From an optimization exercise on the open Yosys and OpenROAD flow, aimed at small area, a short achievable clock period and few clock cycles per item; shortcuts taken in it are not production practice. In this exercise RTL edits were held to simulation tests only and were not proved equivalent to the original.

// link_keeping_drive_vector
module link_keeping_drive_vector (
	input  logic        clk,
	input  logic        arst_n,
	input  logic        psel,
	input  logic        penable,
	input  logic        pwrite,
	input  logic [2:0]  paddr,
	input  logic [31:0] pwdata,
	output logic [31:0] prdata,
	output logic        pready,
	input  logic        in_valid,
	output logic        in_stall,
	input  logic signed [15:0] offset_x,
	input  logic signed [15:0] offset_y,
	input  logic        present,
	input  logic        frame_end,
	output logic        out_valid,
	input  logic        out_stall,
	output logic signed [15:0] drive_x,
	output logic signed [15:0] drive_y,
	output logic        has_signal,
	output logic [3:0]  chosen_index
);
Size: ~3,000 cells after synthesis, about 470 flip-flops, ~150 I/O pins, about 0.031 mm^2 of cells after synthesis.
==> module lkdv_qualify, before the edit <==
module lkdv_qualify (
	input  logic        clk,
	input  logic        arst_n,
	input  logic        in_valid,
	output logic        in_stall,
	input  logic [15:0] offset_x,
	input  logic [15:0] offset_y,
	input  logic        present,
	input  logic        frame_end,
	input  logic [15:0] reach,
	input  logic        reach_wr,
	output logic        f_valid,
	output logic        f_end,
	input  logic        f_take,
	output logic        f_found,
	output logic [31:0] f_sq,
	output logic [15:0] f_mx,
	output logic [15:0] f_my,
	output logic        f_sx,
	output logic        f_sy,
	output logic [2:0]  f_idx
);
	logic        busy_q, busy_n;      
	logic        res2_q, res2_n;      
	logic        chk_q, chk_n;        
	logic        r2run_q, r2run_n;    
	logic        r2pend_q, r2pend_n;  
	logic        last_q, last_n;      
	logic        tok_q, tok_n;        
	logic        tokf_q, tokf_n;      
	logic        found_q, found_n;    
	logic [3:0]  cnt_q, cnt_n;
	logic        stall_q;
	logic        ldok_q;              
	logic [4:0]  pm_q;                
	logic [17:0] rx_q;
	logic [17:0] ry_q;
	logic        sx_q;
	logic        sy_q;
	logic [2:0]  idx_q;
	logic [31:0] acc_s_q;
	logic [31:0] acc_c_q;
	logic [31:0] r2_q;
	logic [31:0] nxt_s;
	logic [31:0] nxt_c;
	logic [31:0] sum;
	logic [14:0] pmask;
	logic        accept;
	logic        examine;
	logic        found;
	logic        beyond;
	logic [15:0] mag_x;
	logic [15:0] mag_y;
	logic        start;
	logic        load;
	assign pmask = {{3{pm_q[4]}}, {3{pm_q[3]}}, {3{pm_q[2]}}, {3{pm_q[1]}}, {3{pm_q[0]}}};
	lkdv_arith u_sq (
		.acc_s (acc_s_q),
		.acc_c (acc_c_q),
		.mx    (rx_q),
		.my    (ry_q),
		.sx    (sx_q),
		.sy    (sy_q),
		.pmask (pmask),
		.nxt_s (nxt_s),
		.nxt_c (nxt_c)
	);
	assign sum = acc_s_q + acc_c_q;
	assign beyond   = chk_q && (acc_s_q > r2_q);
	lkdv_mag u_mag_x (.v(rx_q[15:0]), .m(mag_x));
	lkdv_mag u_mag_y (.v(ry_q[15:0]), .m(mag_y));
	assign found    = found_q || beyond;
	assign in_stall = stall_q;
	assign accept   = in_valid && !stall_q;
	assign examine  = !cnt_q[3] && present && !found;
	assign start    = r2pend_q && !busy_q && !res2_q && !tok_q;
	assign load     = in_valid && present && ldok_q;
	assign f_valid = tok_q;
	assign f_found = tokf_q;
	assign f_end   = accept && frame_end;
	assign f_sq    = acc_s_q;
	assign f_mx    = mag_x;
	assign f_my    = mag_y;
	assign f_sx    = sx_q;
	assign f_sy    = sy_q;
	assign f_idx   = idx_q;
	always_comb begin
		busy_n   = busy_q;
		res2_n   = res2_q;
		chk_n    = 1'b0;
		r2run_n  = r2run_q;
		r2pend_n = r2pend_q || reach_wr;
		last_n   = last_q;
		tok_n    = tok_q && !f_take;
		tokf_n   = tokf_q;
		found_n  = found_q;
		cnt_n    = cnt_q;
		if (chk_q) begin
			if (beyond) begin
				tok_n   = 1'b1;
				tokf_n  = 1'b1;
				found_n = 1'b1;
			end else if (last_q) begin
				tok_n  = 1'b1;
				tokf_n = 1'b0;
			end
			if (last_q)
				found_n = 1'b0;
		end
		if (busy_q) begin
			if (pm_q[4]) begin
				busy_n = 1'b0;
				res2_n = 1'b1;
			end
		end else if (res2_q) begin
			res2_n = 1'b0;
			if (r2run_q)
				r2run_n = 1'b0;
			else
				chk_n = 1'b1;
		end else if (start) begin
			r2pend_n = reach_wr;
			r2run_n  = 1'b1;
			busy_n   = 1'b1;
		end else if (accept) begin
			if (!cnt_q[3])
				cnt_n = cnt_q + 4'd1;
			if (frame_end)
				cnt_n = 4'd0;
			last_n = frame_end;
			if (examine) begin
				busy_n = 1'b1;
			end else if (frame_end) begin
				if (!found) begin
					tok_n  = 1'b1;
					tokf_n = 1'b0;
				end
				found_n = 1'b0;
			end
		end
	end
	always_ff @(posedge clk or negedge arst_n) begin
		if (!arst_n) begin
			busy_q   <= 1'b0;
			res2_q   <= 1'b0;
			chk_q    <= 1'b0;
			r2run_q  <= 1'b0;
			r2pend_q <= 1'b1;    
			last_q   <= 1'b0;
			tok_q    <= 1'b0;
			tokf_q   <= 1'b0;
			found_q  <= 1'b0;
			cnt_q    <= 4'd0;
			stall_q  <= 1'b1;
			ldok_q   <= 1'b0;
		end else begin
			busy_q   <= busy_n;
			res2_q   <= res2_n;
			chk_q    <= chk_n;
			r2run_q  <= r2run_n;
			r2pend_q <= r2pend_n;
			last_q   <= last_n;
			tok_q    <= tok_n;
			tokf_q   <= tokf_n;
			found_q  <= found_n;
			cnt_q    <= cnt_n;
			stall_q  <= busy_n || res2_n || r2pend_n || chk_n || (tok_n && !found_n);
			ldok_q   <= !(busy_n || res2_n || r2pend_n || chk_n || (tok_n && !found_n))
			            && !cnt_n[3] && !found_n;
		end
	end
	always_ff @(posedge clk) begin
		if (res2_q && r2run_q)
			r2_q <= sum;
	end
	always_ff @(posedge clk) begin
		if (busy_q) begin
			acc_s_q <= nxt_s;
			acc_c_q <= nxt_c;
			rx_q    <= {rx_q[14:0], rx_q[17:15]};
			ry_q    <= {ry_q[14:0], ry_q[17:15]};
			pm_q    <= {pm_q[3:0], 1'b1};
		end else if (res2_q) begin
			acc_s_q <= sum;
		end else if (start) begin
			acc_s_q <= {31'd0, reach[15]};
			acc_c_q <= 32'd0;
			pm_q    <= 5'd1;
			rx_q    <= {reach[14:0], 2'd0, reach[15]};
			ry_q    <= 18'd0;
			sx_q    <= 1'b0;
			sy_q    <= 1'b0;
		end else if (load) begin
			acc_s_q <= {31'd0, offset_x[15]};
			acc_c_q <= {31'd0, offset_y[15]};
			pm_q    <= 5'd1;
			rx_q    <= {offset_x[14:0], {3{offset_x[15]}}};
			ry_q    <= {offset_y[14:0], {3{offset_y[15]}}};
			sx_q    <= offset_x[15];
			sy_q    <= offset_y[15];
			idx_q   <= cnt_q[2:0];
		end
	end
endmodule
Settings: LEC_CHECK=0, CAP_MARGIN=20, CORE_MARGIN=2, CORE_UTILIZATION=40, CTS_BUF_LIST=sky130_fd_sc_hd__clkbuf_16, CTS_CLUSTER_DIAMETER=100, CTS_CLUSTER_SIZE=24, PLACE_DENSITY=0.6, SLEW_MARGIN=20; clock period 11.0 ns.
run.sh (not shown) runs the stock make flow with config.mk's settings and CLKGATE_MAP_FILE= SYNTH_SCRIPT=/design/flow/synth_recipe.tcl, a recipe that flattens the netlist after the stock synthesis.
Testbench counts at the start, summed over its fixed seeds: cycles 70,559, frames 4,096.
Next try:
--- a/flow/design.v
+++ b/flow/design.v
@@ -114,7 +114,7 @@
 	logic        found_q, found_n;    
 	logic [3:0]  cnt_q, cnt_n;
 	logic        stall_q;
-	logic        ldok_q;              
+	logic        ldok;                
 	logic [4:0]  pm_q;                
 	logic [17:0] rx_q;
 	logic [17:0] ry_q;
@@ -157,7 +157,8 @@
 	assign accept   = in_valid && !stall_q;
 	assign examine  = !cnt_q[3] && present && !found;
 	assign start    = r2pend_q && !busy_q && !res2_q && !tok_q;
-	assign load     = in_valid && present && ldok_q;
+	assign ldok     = !stall_q && !cnt_q[3] && !found_q;
+	assign load     = in_valid && present && ldok;
 	assign f_valid = tok_q;
 	assign f_found = tokf_q;
 	assign f_end   = accept && frame_end;
@@ -235,7 +236,6 @@
 			found_q  <= 1'b0;
 			cnt_q    <= 4'd0;
 			stall_q  <= 1'b1;
-			ldok_q   <= 1'b0;
 		end else begin
 			busy_q   <= busy_n;
 			res2_q   <= res2_n;
@@ -248,8 +248,6 @@
 			found_q  <= found_n;
 			cnt_q    <= cnt_n;
 			stall_q  <= busy_n || res2_n || r2pend_n || chk_n || (tok_n && !found_n);
-			ldok_q   <= !(busy_n || res2_n || r2pend_n || chk_n || (tok_n && !found_n))
-			            && !cnt_n[3] && !found_n;
 		end
 	end
 	always_ff @(posedge clk) begin
@@ -273,7 +271,7 @@
 			ry_q    <= 18'd0;
 			sx_q    <= 1'b0;
 			sy_q    <= 1'b0;
-		end else if (load) begin
+		end else if (ldok) begin
 			acc_s_q <= {31'd0, offset_x[15]};
 			acc_c_q <= {31'd0, offset_y[15]};
 			pm_q    <= 5'd1;
Count of clock-buffer cells in the layout is lower by 3.
Sequential share of layout area is higher by 1.1 points.
Worst setup slack gains 120 ps.
Design area is lower by 2.8%.
Wire length is lower by 5.6%.
Synthesized area is lower by 2.5%.
Via count is lower by 5.5%.
Hold slack is about the same.
Testbench counts after the change, summed over its fixed seeds: cycles 70,559, frames 4,096.

-- port drivers added, routing unchanged --
No port has a modelled driver above. Below, the same layouts with a new extraction and two added sets of constraints. Step 1 (the two cells are an assumption about what drives the block):
set clk [get_ports {clk}]
set_driving_cell -lib_cell sky130_fd_sc_hd__clkbuf_16 $clk
set_driving_cell -lib_cell sky130_fd_sc_hd__buf_2 [delete_from_list [all_inputs] $clk]
Step 2 times the ports against the registers' clock, not the clock port: input delays grow and output delays shrink by t, the midpoint of the rising clock arrivals with the driver on. Three values: ideal ports, drivers, drivers and shift; two values: the first two.
| run | t, ns | setup WS [ns] | worst setup path at the end | worst register clock-pin slew, ns |
|---|---|---|---|---|
| the first run | 0.671 | 6.165 / 6.165 / 6.165 | register to register | 0.11 / 0.11 |
| the second run | 0.666 | 6.287 / 6.287 / 6.287 | register to register | 0.11 / 0.11 |
After both steps every run listed still meets setup and hold.
